This is an optimization exercise on Yosys and OpenROAD, whose aim is a short achievable clock period and few clock cycles, not a production implementation.
In this exercise RTL edits were held to simulation tests only and were not proved equivalent to the original.
No activity file was given, so power comes from the tool's default toggle rates.

File: design/flow/flow/run.sh
#!/bin/bash
# Layout with the standard flow (standard.sh), with these changes:
# - the resizer aims for far more setup slack than the 13 ns clock needs, so
#   that it works on every path (SETUP_SLACK_MARGIN), and may resize cells to
#   other footprints (MATCH_CELL_FOOTPRINT=0);
# - synthesis and the resizer also avoid the slow complex cells listed in
#   dont_use.txt (the platform's own don't-use cells are in that list too).
# Each tool's full output stays in orfs/logs; make's output goes to
# standard.log in the work folder.
set -euo pipefail
here=$(cd "$(dirname "$0")" && pwd)
bash standard.sh SETUP_SLACK_MARGIN=9.3 MATCH_CELL_FOOTPRINT=0 \
   "DONT_USE_CELLS=$(cat "$here/dont_use.txt")" finish > standard.log 2>&1
File: design/flow/flow/dont_use.txt
sky130_fd_sc_hd__probe_p_8 sky130_fd_sc_hd__probec_p_8 sky130_fd_sc_hd__lpflow_bleeder_1 sky130_fd_sc_hd__lpflow_clkbufkapwr_1 sky130_fd_sc_hd__lpflow_clkbufkapwr_16 sky130_fd_sc_hd__lpflow_clkbufkapwr_2 sky130_fd_sc_hd__lpflow_clkbufkapwr_4 sky130_fd_sc_hd__lpflow_clkbufkapwr_8 sky130_fd_sc_hd__lpflow_clkinvkapwr_1 sky130_fd_sc_hd__lpflow_clkinvkapwr_16 sky130_fd_sc_hd__lpflow_clkinvkapwr_2 sky130_fd_sc_hd__lpflow_clkinvkapwr_4 sky130_fd_sc_hd__lpflow_clkinvkapwr_8 sky130_fd_sc_hd__lpflow_decapkapwr_12 sky130_fd_sc_hd__lpflow_decapkapwr_3 sky130_fd_sc_hd__lpflow_decapkapwr_4 sky130_fd_sc_hd__lpflow_decapkapwr_6 sky130_fd_sc_hd__lpflow_decapkapwr_8 sky130_fd_sc_hd__lpflow_inputiso0n_1 sky130_fd_sc_hd__lpflow_inputiso0p_1 sky130_fd_sc_hd__lpflow_inputiso1n_1 sky130_fd_sc_hd__lpflow_inputiso1p_1 sky130_fd_sc_hd__lpflow_inputisolatch_1 sky130_fd_sc_hd__lpflow_isobufsrc_1 sky130_fd_sc_hd__lpflow_isobufsrc_16 sky130_fd_sc_hd__lpflow_isobufsrc_2 sky130_fd_sc_hd__lpflow_isobufsrc_4 sky130_fd_sc_hd__lpflow_isobufsrc_8 sky130_fd_sc_hd__lpflow_isobufsrckapwr_16 sky130_fd_sc_hd__lpflow_lsbuf_lh_hl_isowell_tap_1 sky130_fd_sc_hd__lpflow_lsbuf_lh_hl_isowell_tap_2 sky130_fd_sc_hd__lpflow_lsbuf_lh_hl_isowell_tap_4 sky130_fd_sc_hd__lpflow_lsbuf_lh_isowell_4 sky130_fd_sc_hd__lpflow_lsbuf_lh_isowell_tap_1 sky130_fd_sc_hd__lpflow_lsbuf_lh_isowell_tap_2 sky130_fd_sc_hd__lpflow_lsbuf_lh_isowell_tap_4 sky130_fd_sc_hd__a2111o_1 sky130_fd_sc_hd__a2111o_2 sky130_fd_sc_hd__a2111o_4 sky130_fd_sc_hd__a2111oi_0 sky130_fd_sc_hd__a2111oi_1 sky130_fd_sc_hd__a2111oi_2 sky130_fd_sc_hd__a2111oi_4 sky130_fd_sc_hd__o2111a_1 sky130_fd_sc_hd__o2111a_2 sky130_fd_sc_hd__o2111a_4 sky130_fd_sc_hd__o2111ai_1 sky130_fd_sc_hd__o2111ai_2 sky130_fd_sc_hd__o2111ai_4 sky130_fd_sc_hd__a41o_1 sky130_fd_sc_hd__a41o_2 sky130_fd_sc_hd__a41o_4 sky130_fd_sc_hd__a41oi_1 sky130_fd_sc_hd__a41oi_2 sky130_fd_sc_hd__a41oi_4 sky130_fd_sc_hd__o41a_1 sky130_fd_sc_hd__o41a_2 sky130_fd_sc_hd__o41a_4 sky130_fd_sc_hd__o41ai_1 sky130_fd_sc_hd__o41ai_2 sky130_fd_sc_hd__o41ai_4 sky130_fd_sc_hd__nor4_1 sky130_fd_sc_hd__nor4_2 sky130_fd_sc_hd__nor4_4 sky130_fd_sc_hd__nor4b_1 sky130_fd_sc_hd__nor4b_2 sky130_fd_sc_hd__nor4b_4 sky130_fd_sc_hd__nor4bb_1 sky130_fd_sc_hd__nor4bb_2 sky130_fd_sc_hd__nor4bb_4 sky130_fd_sc_hd__or4_1 sky130_fd_sc_hd__or4_2 sky130_fd_sc_hd__or4_4 sky130_fd_sc_hd__or4b_1 sky130_fd_sc_hd__or4b_2 sky130_fd_sc_hd__or4b_4 sky130_fd_sc_hd__or4bb_1 sky130_fd_sc_hd__or4bb_2 sky130_fd_sc_hd__or4bb_4 sky130_fd_sc_hd__a222oi_1 sky130_fd_sc_hd__a311oi_1 sky130_fd_sc_hd__a311oi_2 sky130_fd_sc_hd__a311oi_4 sky130_fd_sc_hd__o311ai_0 sky130_fd_sc_hd__o311ai_1 sky130_fd_sc_hd__o311ai_2 sky130_fd_sc_hd__o311ai_4 sky130_fd_sc_hd__a21boi_0 sky130_fd_sc_hd__and2_0 sky130_fd_sc_hd__o21ai_0 sky130_fd_sc_hd__or2_0 sky130_fd_sc_hd__einvn_0 sky130_fd_sc_hd__xor3_1 sky130_fd_sc_hd__xor3_2 sky130_fd_sc_hd__xor3_4 sky130_fd_sc_hd__xnor3_1 sky130_fd_sc_hd__xnor3_2 sky130_fd_sc_hd__xnor3_4 sky130_fd_sc_hd__mux4_1 sky130_fd_sc_hd__mux4_2 sky130_fd_sc_hd__mux4_4
File: design/flow/design.v
package rv_pkg;
   typedef logic [31:0] word_t;
   typedef logic [31:0] addr_t;
   typedef logic [4:0]  reg_index_t;
   typedef logic [6:0]  opcode_t;
   typedef struct packed {
      logic branch;
      logic jalr;
      logic jal;
      logic lui;
      logic auipc;
      logic reg_imm;
      logic reg_reg;
      logic load;
      logic store;
      logic fence;
   } op_class_t;
   typedef struct packed {
      op_class_t  op_class;
      reg_index_t rd;
      reg_index_t rs1;
      reg_index_t rs2;
      logic [2:0] funct3;
      logic       alt;
      word_t      imm;
      logic       legal;
   } decoded_t;
   typedef struct packed {
      addr_t      pc;
      reg_index_t rd;
      word_t      rd_value;
      logic       rd_write;
   } retire_t;
   typedef enum logic [1:0] {
      SEQ_FETCH,
      SEQ_DECODE,
      SEQ_EXECUTE,
      SEQ_HALT
   } seq_state_t;
endpackage
`timescale 1ns/1ns
module rv32i_core (
   input  logic        clock,
   input  logic        rst_n,
   output logic        wb_cyc,
   output logic        wb_stb,
   output logic [31:0] wb_adr,
   input  logic [31:0] wb_dat,
   input  logic        wb_ack,
   output logic        retire_valid,
   output logic [31:0] retire_pc,
   output logic [4:0]  retire_rd,
   output logic [31:0] retire_rd_value,
   output logic        retire_rd_write,
   output logic        halted
);
   localparam int BP_BITS = 6;
   localparam int BP_N    = 1 << BP_BITS;
   logic [31:0] fpc;         
   logic        fcyc;        
   logic        fdisc;       
   logic [31:0] fsaved;      
   logic        hpend;       
   logic        halt_q;
   logic [31:0] fpc_o;       
   logic        fcyc_o;
   logic        halt_o;
   logic [31:0] fpc_d;       
   logic        fcyc_d;
   logic        halt_d;
   logic        bp_v   [0:BP_N-1];
   logic [1:0]  bp_ctr [0:BP_N-1];
   logic        u_en;        
   logic [BP_BITS-1:0] u_idx;
   logic [1:0]  u_ctr;
   logic [31:0] rf   [1:31];
   logic [31:1] rf_v;
   logic        x_valid;
   logic [31:0] x_pc;
   logic [4:0]  x_rd;
   logic [31:1] x_rdoh;      
   logic        x_wr;        
   logic        x_ill;       
   logic        x_br;
   logic        x_jalr;
   logic [31:0] x_alt;       
   logic        x_hit;
   logic [1:0]  x_ctr;
   logic [31:0] x_a;
   logic [31:0] x_b;
   logic [31:0] x_bs;        
   logic [31:0] x_sa;        
   logic [4:0]  x_shl;
   logic [4:0]  x_shr;
   logic        x_sub;
   logic        x_s_add, x_s_sll, x_s_slt, x_s_sltu, x_s_xor, x_s_sr, x_s_or, x_s_and;
   logic        x_s_pre;
   logic [31:0] x_pre;       
   logic        x_sra;
   logic        x_c_eq, x_c_lt, x_c_ltu, x_c_inv;
   logic        x_flip;      
   logic        r_valid;
   logic [31:0] r_pc;
   logic [4:0]  r_rd;
   logic [31:0] r_val;
   logic        r_wr;
   logic [31:0] x_result;
   logic [31:0] jalr_tgt;
   logic        taken;
   logic        mis;
   logic        x_redirect;
   logic [31:0] x_target;
   logic        x_halt;
   logic [31:1] x_wroh;      
   rv_alu i_alu (
      .a       (x_a),
      .b       (x_b),
      .bs      (x_bs),
      .sa      (x_sa),
      .shl     (x_shl),
      .shr     (x_shr),
      .pre     (x_pre),
      .sub     (x_sub),
      .s_add   (x_s_add),
      .s_sll   (x_s_sll),
      .s_slt   (x_s_slt),
      .s_sltu  (x_s_sltu),
      .s_xor   (x_s_xor),
      .s_sr    (x_s_sr),
      .s_or    (x_s_or),
      .s_and   (x_s_and),
      .s_pre   (x_s_pre),
      .sra     (x_sra),
      .result  (x_result)
   );
   rv_cmp i_cmp (
      .a     (x_a),
      .b     (x_b),
      .c_eq  (x_c_eq),
      .c_lt  (x_c_lt),
      .c_ltu (x_c_ltu),
      .c_inv (x_c_inv),
      .flip  (x_flip),
      .taken (taken),
      .mis   (mis)
   );
   rv_jt i_jt (.a(x_a), .b(x_b), .tgt(jalr_tgt));
   assign x_redirect = x_valid & (x_jalr | (x_br & mis));
   assign x_target   = x_jalr ? jalr_tgt : x_alt;
   assign x_halt     = x_valid & x_ill;
   assign x_wroh     = {31{x_valid}} & x_rdoh;
   logic        ack;
   logic [31:0] ir;
   logic [6:0]  op;
   logic [2:0]  f3;
   logic [4:0]  rs1, rs2, rd;
   logic        alt;
   logic        is_lui, is_auipc, is_jal, is_jalr, is_br, is_opi, is_op, is_fence, legal;
   logic        is_alu, writes;
   logic [31:0] imm_i, imm_b, imm_j, imm_u;
   logic [31:0] fpc4;
   logic [18:0] hi13_p1, hi13_m1;    
   logic [10:0] hi21_p1, hi21_m1;    
   logic [31:0] tgt_b, tgt_j, tgt_u;
   logic [32*31-1:0] rf_flat;
   logic [31:1] rd_v;
   logic        byp_en, b_imm, is_shift, sub_d;
   logic [31:0] imm_b_op;
   logic [31:0] a_d, b_d, bs_d, sa_d;
   logic [4:0]  shl_d, shr_d;
   logic [BP_BITS-1:0] f_idx;
   logic        f_hit;
   logic [1:0]  f_ctr;
   logic        f_dir;
   logic        f_take;
   logic [31:0] f_next;
   logic        kill;        
   assign ack = fcyc & wb_ack;
   assign ir  = wb_dat;
   assign op  = ir[6:0];
   assign rd  = ir[11:7];
   assign f3  = ir[14:12];
   assign rs1 = ir[19:15];
   assign rs2 = ir[24:20];
   assign alt = (ir[31:25] == 7'b0100000);
   assign is_lui   = (op == 7'h37);
   assign is_auipc = (op == 7'h17);
   assign is_jal   = (op == 7'h6f);
   assign is_jalr  = (op == 7'h67);
   assign is_br    = (op == 7'h63);
   assign is_opi   = (op == 7'h13);
   assign is_op    = (op == 7'h33);
   assign is_fence = (op == 7'h0f);
   assign legal    = is_lui | is_auipc | is_jal | is_jalr | is_br | is_opi | is_op | is_fence;
   assign is_alu   = is_op | is_opi;
   assign writes   = is_lui | is_auipc | is_jal | is_jalr | is_alu;
   assign imm_i = {{20{ir[31]}}, ir[31:20]};
   assign imm_b = {{19{ir[31]}}, ir[31], ir[7], ir[30:25], ir[11:8], 1'b0};
   assign imm_j = {{11{ir[31]}}, ir[31], ir[19:12], ir[20], ir[30:21], 1'b0};
   assign imm_u = {ir[31:12], 12'd0};
   always_comb begin
      for (int i = 1; i < 32; i++) rf_flat[32*(i-1) +: 32] = rf[i];
   end
   assign rd_v     = rf_v & ~x_wroh;
   assign byp_en   = x_valid & x_wr;
   assign b_imm    = is_opi | is_jalr;
   assign imm_b_op = imm_i;
   assign is_shift = is_alu & (f3[1:0] == 2'b01);
   assign sub_d    = (is_op & alt & (f3 == 3'b000)) | (is_alu & (f3[2:1] == 2'b01));
   rv_rdport #(.W(32)) i_rd_a (.rs(rs1), .v(rd_v), .rf_flat(rf_flat), .rd_en(1'b1),
      .byp_en(byp_en), .byp_rd(x_rd), .byp_val(x_result), .imm_en(1'b0), .imm(32'd0),
      .inv(1'b0), .val(a_d));
   rv_rdport #(.W(32)) i_rd_b (.rs(rs2), .v(rd_v), .rf_flat(rf_flat), .rd_en(~b_imm),
      .byp_en(byp_en), .byp_rd(x_rd), .byp_val(x_result), .imm_en(b_imm), .imm(imm_b_op),
      .inv(1'b0), .val(b_d));
   rv_rdport #(.W(32)) i_rd_bs (.rs(rs2), .v(rd_v), .rf_flat(rf_flat), .rd_en(~b_imm),
      .byp_en(byp_en), .byp_rd(x_rd), .byp_val(x_result), .imm_en(b_imm), .imm(imm_b_op),
      .inv(sub_d), .val(bs_d));
   rv_rdport #(.W(32)) i_rd_sa (.rs(rs1), .v(rd_v), .rf_flat(rf_flat), .rd_en(is_shift),
      .byp_en(byp_en), .byp_rd(x_rd), .byp_val(x_result), .imm_en(1'b0), .imm(32'd0),
      .inv(1'b0), .val(sa_d));
   rv_rdport #(.W(5)) i_rd_shl (.rs(rs2), .v(rd_v), .rf_flat(rf_flat),
      .rd_en(is_op & (f3 == 3'b001)), .byp_en(byp_en), .byp_rd(x_rd), .byp_val(x_result[4:0]),
      .imm_en(is_opi & (f3 == 3'b001)), .imm(imm_i[4:0]), .inv(1'b0), .val(shl_d));
   rv_rdport #(.W(5)) i_rd_shr (.rs(rs2), .v(rd_v), .rf_flat(rf_flat),
      .rd_en(is_op & (f3 == 3'b101)), .byp_en(byp_en), .byp_rd(x_rd), .byp_val(x_result[4:0]),
      .imm_en(is_opi & (f3 == 3'b101)), .imm(imm_i[4:0]), .inv(1'b0), .val(shr_d));
   assign fpc4    = fpc + 32'd4;
   assign hi13_p1 = fpc[31:13] + 19'd1;
   assign hi13_m1 = fpc[31:13] - 19'd1;
   assign hi21_p1 = fpc[31:21] + 11'd1;
   assign hi21_m1 = fpc[31:21] - 11'd1;
   rv_tgt #(.LW(13), .L(4)) i_tgt_b (
      .pc_lo  (fpc[12:0]),
      .imm_lo (imm_b[12:0]),
      .neg    (ir[31]),
      .hi     (fpc[31:13]),
      .hi_p1  (hi13_p1),
      .hi_m1  (hi13_m1),
      .tgt    (tgt_b)
   );
   rv_tgt #(.LW(21), .L(5)) i_tgt_j (
      .pc_lo  (fpc[20:0]),
      .imm_lo (imm_j[20:0]),
      .neg    (ir[31]),
      .hi     (fpc[31:21]),
      .hi_p1  (hi21_p1),
      .hi_m1  (hi21_m1),
      .tgt    (tgt_j)
   );
   rv_addhi i_tgt_u (.a(fpc[31:12]), .b(ir[31:12]), .sum(tgt_u[31:12]));
   assign tgt_u[11:0] = fpc[11:0];
   assign f_idx  = fpc[2 +: BP_BITS];
   assign f_hit  = bp_v[f_idx];
   assign f_ctr  = bp_ctr[f_idx];
   assign f_dir  = f_hit ? f_ctr[1] : ir[31];
   assign f_take = is_jal | (is_br & f_dir);
   assign f_next = !f_take ? fpc4 : is_jal ? tgt_j : tgt_b;
   assign kill = x_halt | hpend | halt_q;
   assign wb_cyc = fcyc_o;
   assign wb_stb = fcyc_o;
   assign wb_adr = fpc_o;
   logic sel_f, sel_j, sel_b, sel_4, sel_x, sel_s, sel_h;
   logic [31:0] fpc_od;      
   assign sel_f = ack & ~x_redirect & ~fdisc;
   assign sel_j = sel_f & is_jal;
   assign sel_b = sel_f & is_br & f_dir;
   assign sel_4 = sel_f & ~f_take;
   assign sel_x = ack & x_redirect;
   assign sel_s = ack & ~x_redirect & fdisc;
   assign sel_h = ~ack;
   rv_fnext i_fnext (
      .sel   ({sel_j, sel_b, sel_4, sel_x, sel_s, sel_h}),
      .en    (1'b1),
      .tgt_j (tgt_j),
      .tgt_b (tgt_b),
      .fpc4  (fpc4),
      .x_tgt (x_target),
      .saved (fsaved),
      .fpc   (fpc),
      .nxt   (fpc_d)
   );
   rv_fnext i_fnext_o (
      .sel   ({sel_j, sel_b, sel_4, sel_x, sel_s, sel_h}),
      .en    (rst_n),
      .tgt_j (tgt_j),
      .tgt_b (tgt_b),
      .fpc4  (fpc4),
      .x_tgt (x_target),
      .saved (fsaved),
      .fpc   (fpc),
      .nxt   (fpc_od)
   );
   always_comb begin
      fcyc_d = fcyc;
      halt_d = halt_q;
      if ((x_halt || hpend) && !halt_q && (ack || !fcyc)) begin
         fcyc_d = 1'b0;
         halt_d = 1'b1;
      end
   end
   always_ff @(posedge clock or negedge rst_n) begin
      if (!rst_n) begin
         fpc     <= 32'd0;
         fcyc    <= 1'b1;
         fdisc   <= 1'b0;
         hpend   <= 1'b0;
         halt_q  <= 1'b0;
         x_valid <= 1'b0;
      end else begin
         fpc    <= fpc_d;
         fcyc   <= fcyc_d;
         halt_q <= halt_d;
         if (ack)             fdisc <= 1'b0;
         else if (x_redirect) fdisc <= 1'b1;
         hpend   <= (x_halt || hpend) && !halt_d;
         x_valid <= ack & ~fdisc & ~x_redirect & ~kill;
      end
   end
   always_ff @(posedge clock) begin
      fpc_o   <= fpc_od;
      fcyc_o  <= rst_n ? fcyc_d : 1'b1;
      halt_o  <= rst_n & halt_d;
      r_valid <= rst_n & x_valid & ~x_ill;
   end
   always_ff @(posedge clock) begin
      if (!fdisc) fsaved <= x_target;
   end
   always_ff @(posedge clock) begin
      for (int i = 1; i < 32; i++) begin
         x_rdoh[i] <= (rd == 5'(i)) & writes;
      end
      x_pc      <= fpc;
      x_rd      <= rd;
      x_wr      <= writes & (rd != 5'd0);
      x_ill     <= ~legal;
      x_br      <= is_br;
      x_jalr    <= is_jalr;
      x_alt     <= f_dir ? fpc4 : tgt_b;
      x_hit     <= f_hit;
      x_ctr     <= f_ctr;
      x_a       <= a_d;
      x_b       <= b_d;
      x_bs      <= bs_d;
      x_sa      <= sa_d;
      x_shl     <= shl_d;
      x_shr     <= shr_d;
      x_sub     <= sub_d;
      x_sra     <= alt;
      x_s_add   <= is_alu & (f3 == 3'b000);
      x_s_sll   <= is_alu & (f3 == 3'b001);
      x_s_slt   <= is_alu & (f3 == 3'b010);
      x_s_sltu  <= is_alu & (f3 == 3'b011);
      x_s_xor   <= is_alu & (f3 == 3'b100);
      x_s_sr    <= is_alu & (f3 == 3'b101);
      x_s_or    <= is_alu & (f3 == 3'b110);
      x_s_and   <= is_alu & (f3 == 3'b111);
      x_s_pre   <= is_lui | is_auipc | is_jal | is_jalr;
      x_pre     <= is_lui ? imm_u : is_auipc ? tgt_u : fpc4;
      x_c_eq    <= (f3[2:1] == 2'b00);
      x_c_lt    <= (f3[2:1] == 2'b10);
      x_c_ltu   <= (f3[2:1] == 2'b11);
      x_c_inv   <= f3[0] & (f3[2:1] != 2'b01);
      x_flip    <= (f3[0] & (f3[2:1] != 2'b01)) ^ (is_br & f_dir);
   end
   always_ff @(posedge clock) begin
      for (int i = 1; i < 32; i++) begin
         if (x_wroh[i]) rf[i] <= x_result;
      end
   end
   always_ff @(posedge clock or negedge rst_n) begin
      if (!rst_n) rf_v <= '0;
      else        rf_v <= rf_v | x_wroh;
   end
   always_ff @(posedge clock or negedge rst_n) begin
      if (!rst_n) begin
         u_en <= 1'b0;
         for (int i = 0; i < BP_N; i++) bp_v[i] <= 1'b0;
      end else begin
         u_en <= x_valid & x_br & (taken | x_hit);
         if (u_en) bp_v[u_idx] <= 1'b1;
      end
   end
   always_ff @(posedge clock) begin
      u_idx <= x_pc[2 +: BP_BITS];
      if (!x_hit)
         u_ctr <= 2'b10;
      else if (taken)
         u_ctr <= (x_ctr == 2'b11) ? 2'b11 : x_ctr + 2'b01;
      else
         u_ctr <= (x_ctr == 2'b00) ? 2'b00 : x_ctr - 2'b01;
      if (u_en) bp_ctr[u_idx] <= u_ctr;
   end
   always_ff @(posedge clock) begin
      r_pc  <= x_pc;
      r_rd  <= x_rd;
      r_val <= x_result;
      r_wr  <= x_wr;
   end
   assign retire_valid    = r_valid;
   assign retire_pc       = r_pc;
   assign retire_rd       = r_rd;
   assign retire_rd_value = r_val;
   assign retire_rd_write = r_wr;
   assign halted          = halt_o;
endmodule
module rv_rdport #(
   parameter int W = 32
) (
   input  logic [4:0]        rs,
   input  logic [31:1]       v,
   input  logic [32*31-1:0]  rf_flat,
   input  logic              rd_en,
   input  logic              byp_en,
   input  logic [4:0]        byp_rd,
   input  logic [W-1:0]      byp_val,
   input  logic              imm_en,
   input  logic [W-1:0]      imm,
   input  logic              inv,
   output logic [W-1:0]      val
);
   logic [W-1:0] rd;
   logic         byp;
   always_comb begin
      rd = {W{1'b0}};
      for (int i = 1; i < 32; i++) begin
         rd = rd | ({W{(rs == 5'(i)) & v[i]}} & rf_flat[32*(i-1) +: W]);
      end
   end
   assign byp = byp_en & (rs == byp_rd);
   assign val = (({W{rd_en}} & (rd | ({W{byp}} & byp_val))) | ({W{imm_en}} & imm)) ^ {W{inv}};
endmodule
module rv_alu (
   input  logic [31:0] a,
   input  logic [31:0] b,
   input  logic [31:0] bs,
   input  logic [31:0] sa,
   input  logic [4:0]  shl,
   input  logic [4:0]  shr,
   input  logic [31:0] pre,
   input  logic        sub,
   input  logic        s_add, s_sll, s_slt, s_sltu, s_xor, s_sr, s_or, s_and,
   input  logic        s_pre,
   input  logic        sra,
   output logic [31:0] result
);
   logic [31:0] add_b, add_out, sll_out, sr_out, other;
   logic        cout, lt, ltu;
   logic [32:0] sr_wide;
   assign add_b = bs;
   logic [31:0] g [0:5];
   logic [31:0] p [0:5];
   logic [32:0] c;
   assign g[0] = a & add_b;
   assign p[0] = a ^ add_b;
   for (genvar l = 0; l < 5; l++) begin : g_lvl
      for (genvar i = 0; i < 32; i++) begin : g_bit
         if (i >= (1 << l)) begin : g_op
            assign g[l+1][i] = g[l][i] | (p[l][i] & g[l][i - (1 << l)]);
            assign p[l+1][i] = p[l][i] & p[l][i - (1 << l)];
         end else begin : g_pass
            assign g[l+1][i] = g[l][i];
            assign p[l+1][i] = p[l][i];
         end
      end
   end
   assign c[0] = sub;
   for (genvar i = 0; i < 32; i++) begin : g_carry
      assign c[i+1] = g[5][i] | (p[5][i] & sub);
   end
   assign add_out = p[0] ^ c[31:0];
   assign cout    = c[32];
   assign ltu = ~cout;
   assign lt  = (a[31] ^ b[31]) ? a[31] : ~cout;
   assign sll_out = sa << shl;
   assign sr_wide = $signed({sra & sa[31], sa}) >>> shr;
   assign sr_out  = sr_wide[31:0];
   assign other  = ({32{s_sll}}   & sll_out)
                 | ({32{s_slt}}   & {31'd0, lt})
                 | ({32{s_sltu}}  & {31'd0, ltu})
                 | ({32{s_xor}}   & (a ^ b))
                 | ({32{s_sr}}    & sr_out)
                 | ({32{s_or}}    & (a | b))
                 | ({32{s_and}}   & (a & b))
                 | ({32{s_pre}}   & pre);
   assign result = ({32{s_add}} & add_out) | other;
endmodule
module rv_cmp (
   input  logic [31:0] a,
   input  logic [31:0] b,
   input  logic        c_eq, c_lt, c_ltu, c_inv,
   input  logic        flip,
   output logic        taken,
   output logic        mis
);
   logic        eq, lt, ltu, cond;
   logic [30:0] gl [0:5];    
   logic [30:0] el [0:5];    
   assign gl[0] = ~a[30:0] & b[30:0];
   assign el[0] = ~(a[30:0] ^ b[30:0]);
   for (genvar l = 0; l < 5; l++) begin : g_lvl
      for (genvar i = 0; i < 31; i++) begin : g_bit
         if (i >= (1 << l)) begin : g_op
            assign gl[l+1][i] = gl[l][i] | (el[l][i] & gl[l][i - (1 << l)]);
            assign el[l+1][i] = el[l][i] & el[l][i - (1 << l)];
         end else begin : g_pass
            assign gl[l+1][i] = gl[l][i];
            assign el[l+1][i] = el[l][i];
         end
      end
   end
   assign eq   = el[5][30] & (a[31] == b[31]);
   assign ltu  = (~a[31] & b[31]) | ((a[31] == b[31]) & gl[5][30]);
   assign lt   = (a[31] & ~b[31]) | ((a[31] == b[31]) & gl[5][30]);
   assign cond = (c_eq & eq) | (c_lt & lt) | (c_ltu & ltu);
   assign taken = cond ^ c_inv;
   assign mis   = cond ^ flip;
endmodule
module rv_addhi (
   input  logic [19:0] a,
   input  logic [19:0] b,
   output logic [19:0] sum
);
   logic [19:0] g [0:5];
   logic [19:0] p [0:5];
   assign g[0] = a & b;
   assign p[0] = a ^ b;
   for (genvar l = 0; l < 5; l++) begin : g_lvl
      for (genvar i = 0; i < 20; i++) begin : g_bit
         if (i >= (1 << l)) begin : g_op
            assign g[l+1][i] = g[l][i] | (p[l][i] & g[l][i - (1 << l)]);
            assign p[l+1][i] = p[l][i] & p[l][i - (1 << l)];
         end else begin : g_pass
            assign g[l+1][i] = g[l][i];
            assign p[l+1][i] = p[l][i];
         end
      end
   end
   assign sum = p[0] ^ {g[5][18:0], 1'b0};
endmodule
module rv_jt (
   input  logic [31:0] a,
   input  logic [31:0] b,
   output logic [31:0] tgt
);
   logic [31:0] g [0:5];
   logic [31:0] p [0:5];
   assign g[0] = a & b;
   assign p[0] = a ^ b;
   for (genvar l = 0; l < 5; l++) begin : g_lvl
      for (genvar i = 0; i < 32; i++) begin : g_bit
         if (i >= (1 << l)) begin : g_op
            assign g[l+1][i] = g[l][i] | (p[l][i] & g[l][i - (1 << l)]);
            assign p[l+1][i] = p[l][i] & p[l][i - (1 << l)];
         end else begin : g_pass
            assign g[l+1][i] = g[l][i];
            assign p[l+1][i] = p[l][i];
         end
      end
   end
   assign tgt = {p[0][31:1] ^ g[5][30:0], 1'b0};
endmodule
module rv_fnext (
   input  logic [5:0]  sel,
   input  logic        en,
   input  logic [31:0] tgt_j,
   input  logic [31:0] tgt_b,
   input  logic [31:0] fpc4,
   input  logic [31:0] x_tgt,
   input  logic [31:0] saved,
   input  logic [31:0] fpc,
   output logic [31:0] nxt
);
   logic [5:0] s;
   assign s   = sel & {6{en}};
   assign nxt = ({32{s[5]}} & tgt_j) | ({32{s[4]}} & tgt_b) | ({32{s[3]}} & fpc4)
              | ({32{s[2]}} & x_tgt) | ({32{s[1]}} & saved) | ({32{s[0]}} & fpc);
endmodule
module rv_tgt #(
   parameter int LW = 13,
   parameter int L  = 4     
) (
   input  logic [LW-1:0]    pc_lo,
   input  logic [LW-1:0]    imm_lo,
   input  logic             neg,
   input  logic [31-LW:0]   hi,
   input  logic [31-LW:0]   hi_p1,
   input  logic [31-LW:0]   hi_m1,
   output logic [31:0]      tgt
);
   logic [LW-1:0] g [0:L];
   logic [LW-1:0] p [0:L];
   logic [LW:0]   c;
   assign g[0] = pc_lo & imm_lo;
   assign p[0] = pc_lo ^ imm_lo;
   for (genvar l = 0; l < L; l++) begin : g_lvl
      for (genvar i = 0; i < LW; i++) begin : g_bit
         if (i >= (1 << l)) begin : g_op
            assign g[l+1][i] = g[l][i] | (p[l][i] & g[l][i - (1 << l)]);
            assign p[l+1][i] = p[l][i] & p[l][i - (1 << l)];
         end else begin : g_pass
            assign g[l+1][i] = g[l][i];
            assign p[l+1][i] = p[l][i];
         end
      end
   end
   assign c[0] = 1'b0;
   for (genvar i = 0; i < LW; i++) begin : g_carry
      assign c[i+1] = g[L][i];
   end
   assign tgt[LW-1:0] = p[0] ^ c[LW-1:0];
   assign tgt[31:LW]  = (neg == c[LW]) ? hi : c[LW] ? hi_p1 : hi_m1;
endmodule
File: design/flow/constraint.sdc
create_clock -name core_clock -period 13.0 [get_ports {clock}]
set_input_delay 2.6000 -clock core_clock [delete_from_list [all_inputs] [get_ports {clock}]]
set_output_delay 2.6000 -clock core_clock [all_outputs]
set_load 0.01 [all_outputs]
File: design/flow/config.mk
export PLATFORM = sky130hd
export DESIGN_NAME = rv32i_core
export DESIGN_NICKNAME = rv32i_core
export VERILOG_FILES = /design/flow/design.v
export SDC_FILE = /design/flow/constraint.sdc
export NUM_CORES = 8
export LEC_CHECK = 0
export CAP_MARGIN = 20
export CORE_MARGIN = 2
export CORE_UTILIZATION = 55
export PLACE_DENSITY = 0.7
export SLEW_MARGIN = 20
export SYNTH_HIERARCHICAL = 1
File: design/flow/standard.sh
#!/bin/bash
# synth_recipe.tcl (not shown) runs the flow's synth.tcl, then flattens the netlist and writes it again
# the make line also repeats each setting of config.mk as NAME=value (left out here)
make -C /OpenROAD-flow-scripts/flow DESIGN_CONFIG=/design/flow/config.mk WORK_HOME=/design/flow/orfs CLKGATE_MAP_FILE= SYNTH_SCRIPT=/design/flow/synth_recipe.tcl "${@:-finish}"
==> results of run 1 <==
-- per-module statistics from Yosys, one instance, submodules excluded, a selection --
module / times used / flops+latches / cells inside
rv_fnext: 2 / 0 / 150
rv_cmp: 1 / 0 / 123
rv_alu: 1 / 0 / 975
rv_jt: 1 / 0 / 251
rv_addhi: 1 / 0 / 126
rv32i_core: 1 / 1685 / 2835
-- logic make-up after synthesis --
kind of cell / Yosys count
AO/OA/AOI/OAI: 3337
flip-flops: 1685
multiplexers: 336
AND/OR/NAND/NOR: 3966
adder cells (fa/ha/maj): 226
buffers and inverters: 1125
XOR/XNOR: 195
other: 3
-- routing by layer --
metal | GRT usage | GRT overflow
met4 | 0.973 | 1451
met1 | 0.963 | 956
met3 | 0.935 | 891
met5 | 0.833 | 177
met2 | 1.04 | 2923
-- power by group through the flow --
stage / logic, mW / registers (mW) / clock network [mW]
floorplan: 0.644 / 5.85 / 0
global placement: 0.954 / 5.96 / 0
detailed placement: 0.980 / 5.96 / 0
CTS: 1.27 / 5.85 / 5.56
-- worst max-delay path by stage --
stage | from | slack (ns) | end
2_1_floorplan | wb_dat[21] | 8.37 | fpc[20]
3_3_place_gp | wb_dat[27] | 5.55 | x_bs[18]
3_5_place_dp | wb_dat[25] | 5.84 | x_bs[18]
4_1_cts | wb_dat[18] | 8.74 | x_sa[3]
-- what timing repair did --
item | CTS
gates cloned | 210
gates resized for setup | 2409
setup buffers | 1079
setup endpoints to repair | 789
hold buffers | 0
pin swaps | 596
==> results.ini, run 1 <==
[status]
outcome = aborted with a tool error
stop_stage = 5_1_grt
toolErrorMsg = [ERROR GRT-0116] Global routing finished with congestion. Check the congestion regions in the DRC Viewer.

[clock_tree]
root_buffer = clkbuf_16
cts.path.max_buffers = 3
numCtsBuffers = 181
cts-htree-levels = 4
cts.sinks = 1685

[synthesis]
synth_top_cell_by_area = edfxtp_1
synth_compound_area_frac = 0.227
synth_top_family_by_area = compound AO/OA/AOI/OAI gates
synth_edf_count = 1152
synth-main-ff-cell = edfxtp_1
synth_top_area_frac = 0.317
synth_warnings = 29
synth_seq_area_share = 0.421
synthTopCellsByArea = edfxtp_1, a22oi_1, dfxtp_1
synth.most_common_cell = a22oi_1
yosys.area_share.adder = 0.0263
async_reset_ff_frac = 0.0789
synth_mux_area_frac = 0.0336
synthCells = 10900
synthSimpleGateAreaFrac = 0.224
synth_area_um2 = 109000
synth.distinct_cells = 110
synth_common_cells = a22oi_1, edfxtp_1, nand3_1
synth_xor_area_frac = 0.0157
ys_ff_latch = 1685
syn_avg_cell_area_um2 = 10.0

[global_route]
overflow = 6398
grt_pass1_wl_um = 1400000
grt_pass1_vias = 149000
grt_max_degree = 104
track_usage = 0.977

[place]
gp_congestion = 1.33
dpl_cell_area_um2 = 114000
placed_cells = 13100
dp_hpwl_um = 500000
io_buffers = 140
dpl_worst_slack_ns = 5.84

[floorplanning]
start_util = 0.553
ios = 141
die_w_um = 449
num_rows = 163
die_y_um = 449

Testbench counts, summed over its fixed seeds: cycles 85,789.
==> run 2, diff against run 1 <==
--- a/design/flow/config.mk
+++ b/design/flow/config.mk
@@ -7,7 +7,7 @@
 export LEC_CHECK = 0
 export CAP_MARGIN = 20
 export CORE_MARGIN = 2
-export CORE_UTILIZATION = 55
-export PLACE_DENSITY = 0.7
+export CORE_UTILIZATION = 45
+export PLACE_DENSITY = 0.62
 export SLEW_MARGIN = 20
 export SYNTH_HIERARCHICAL = 1
==> run 2 against run 1 <==
- the flow again stops in 5_1_grt
- area after synthesis stayed put
- synthesized cell count stayed put
==> results.ini, run 2 <==
[place]
gp_congestion = 1.21
io_buffers = 140
dp_hpwl_um = 545000
placed_cells = 13700

[floorplanning]
die_y_um = 496
num_rows = 180
start_util = 0.453
ios = 141
die_w_um = 496

[synthesis]
syn_avg_cell_area_um2 = 10.0
synth.most_common_cell = a22oi_1
synth_top_area_frac = 0.317
synth.distinct_cells = 110
synth_common_cells = a22oi_1, edfxtp_1, nand3_1
async_reset_ff_frac = 0.0789
synth_seq_area_share = 0.421
synthCells = 10900
synth_area_um2 = 109000
synth_top_cell_by_area = edfxtp_1
synth_edf_count = 1152
synth-main-ff-cell = edfxtp_1
synthTopCellsByArea = edfxtp_1, a22oi_1, dfxtp_1
synth_warnings = 29
ys_ff_latch = 1685

[status]
stop_stage = 5_1_grt
outcome = aborted with a tool error
toolErrorMsg = [ERROR GRT-0116] Global routing finished with congestion. Check the congestion regions in the DRC Viewer.

[clock_tree]
cts-htree-levels = 4
cts.sinks = 1685
root_buffer = clkbuf_16
cts.path.max_buffers = 3
numCtsBuffers = 190
postCtsHoldBufs = 0

[global_route]
grt_max_degree = 123
overflow = 1243
track_usage = 0.855
grt_pass1_vias = 143000
grt_pass1_wl_um = 1450000

## run 2: timing repair
| action | CTS |
|---|---|
| resized for setup | 2604 |
| setup endpoints to repair | 820 |
| setup buffers | 1157 |
| pin swaps | 734 |
| gates cloned | 214 |
## run 2: cell families after synthesis
| logic type | Yosys count | synth area share |
|---|---|---|
| other | 3 | 0.000103 |
| xor gates and xnor gates | 195 | 0.0157 |
| AOI/OAI and AO/OA | 3337 | 0.227 |
| DFF | 1685 | 0.421 |
| and+or+nand+nor | 3966 | 0.224 |
| muxes | 336 | 0.0336 |
| adders and majority gates | 226 | 0.0263 |
| buffers and inverters | 1125 | 0.0528 |
## run 2: how the worst max path moves through the flow
| stage | startpoint | to | slack, ns | cells past startpoint |
|---|---|---|---|---|
| 4_1_cts | wb_dat[21] | fpc[20] | 8.61 | 11 |
| 3_5_place_dp | wb_dat[22] | x_b[1] | 5.89 | 10 |
| 3_3_place_gp | wb_dat[22] | x_b[1] | 5.91 | 10 |
| 2_1_floorplan | wb_dat[21] | fpc[20] | 8.37 | 9 |
## run 2: layer usage
layer,GRT usage,GRT overflow
met1,0.882,166
met2,0.928,459
met3,0.797,212
met4,0.771,381
met5,0.641,25
## run 2: power groups by stage
stage / clock network (mW) / registers (mW) / logic [mW]
floorplan: 0 / 5.85 / 0.644
global placement: 0 / 5.96 / 0.993
detailed placement: 0 / 5.96 / 1.01
CTS: 5.80 / 5.85 / 1.31
## run 2: per-module statistics from Yosys (local to each module, per instance), excerpt
module      copies in the design  cell area, um^2  cells  flops+latches
rv32i_core                     1            53300   2835           1685
rv_cmp                         1              895    123              0
rv_addhi                       1              957    126              0
rv_jt                          1             1770    251              0
rv_fnext                       2             1070    150              0
rv_alu                         1             7110    975              0
## run 2: metrics by stage
step,power (mW),setup WS (ns),instance area [um^2]
3_5_place_dp,6.97,5.89,115000
4_1_cts,13.0,8.61,146000
2_1_floorplan,6.49,8.37,113000
3_3_place_gp,6.95,5.91,115000
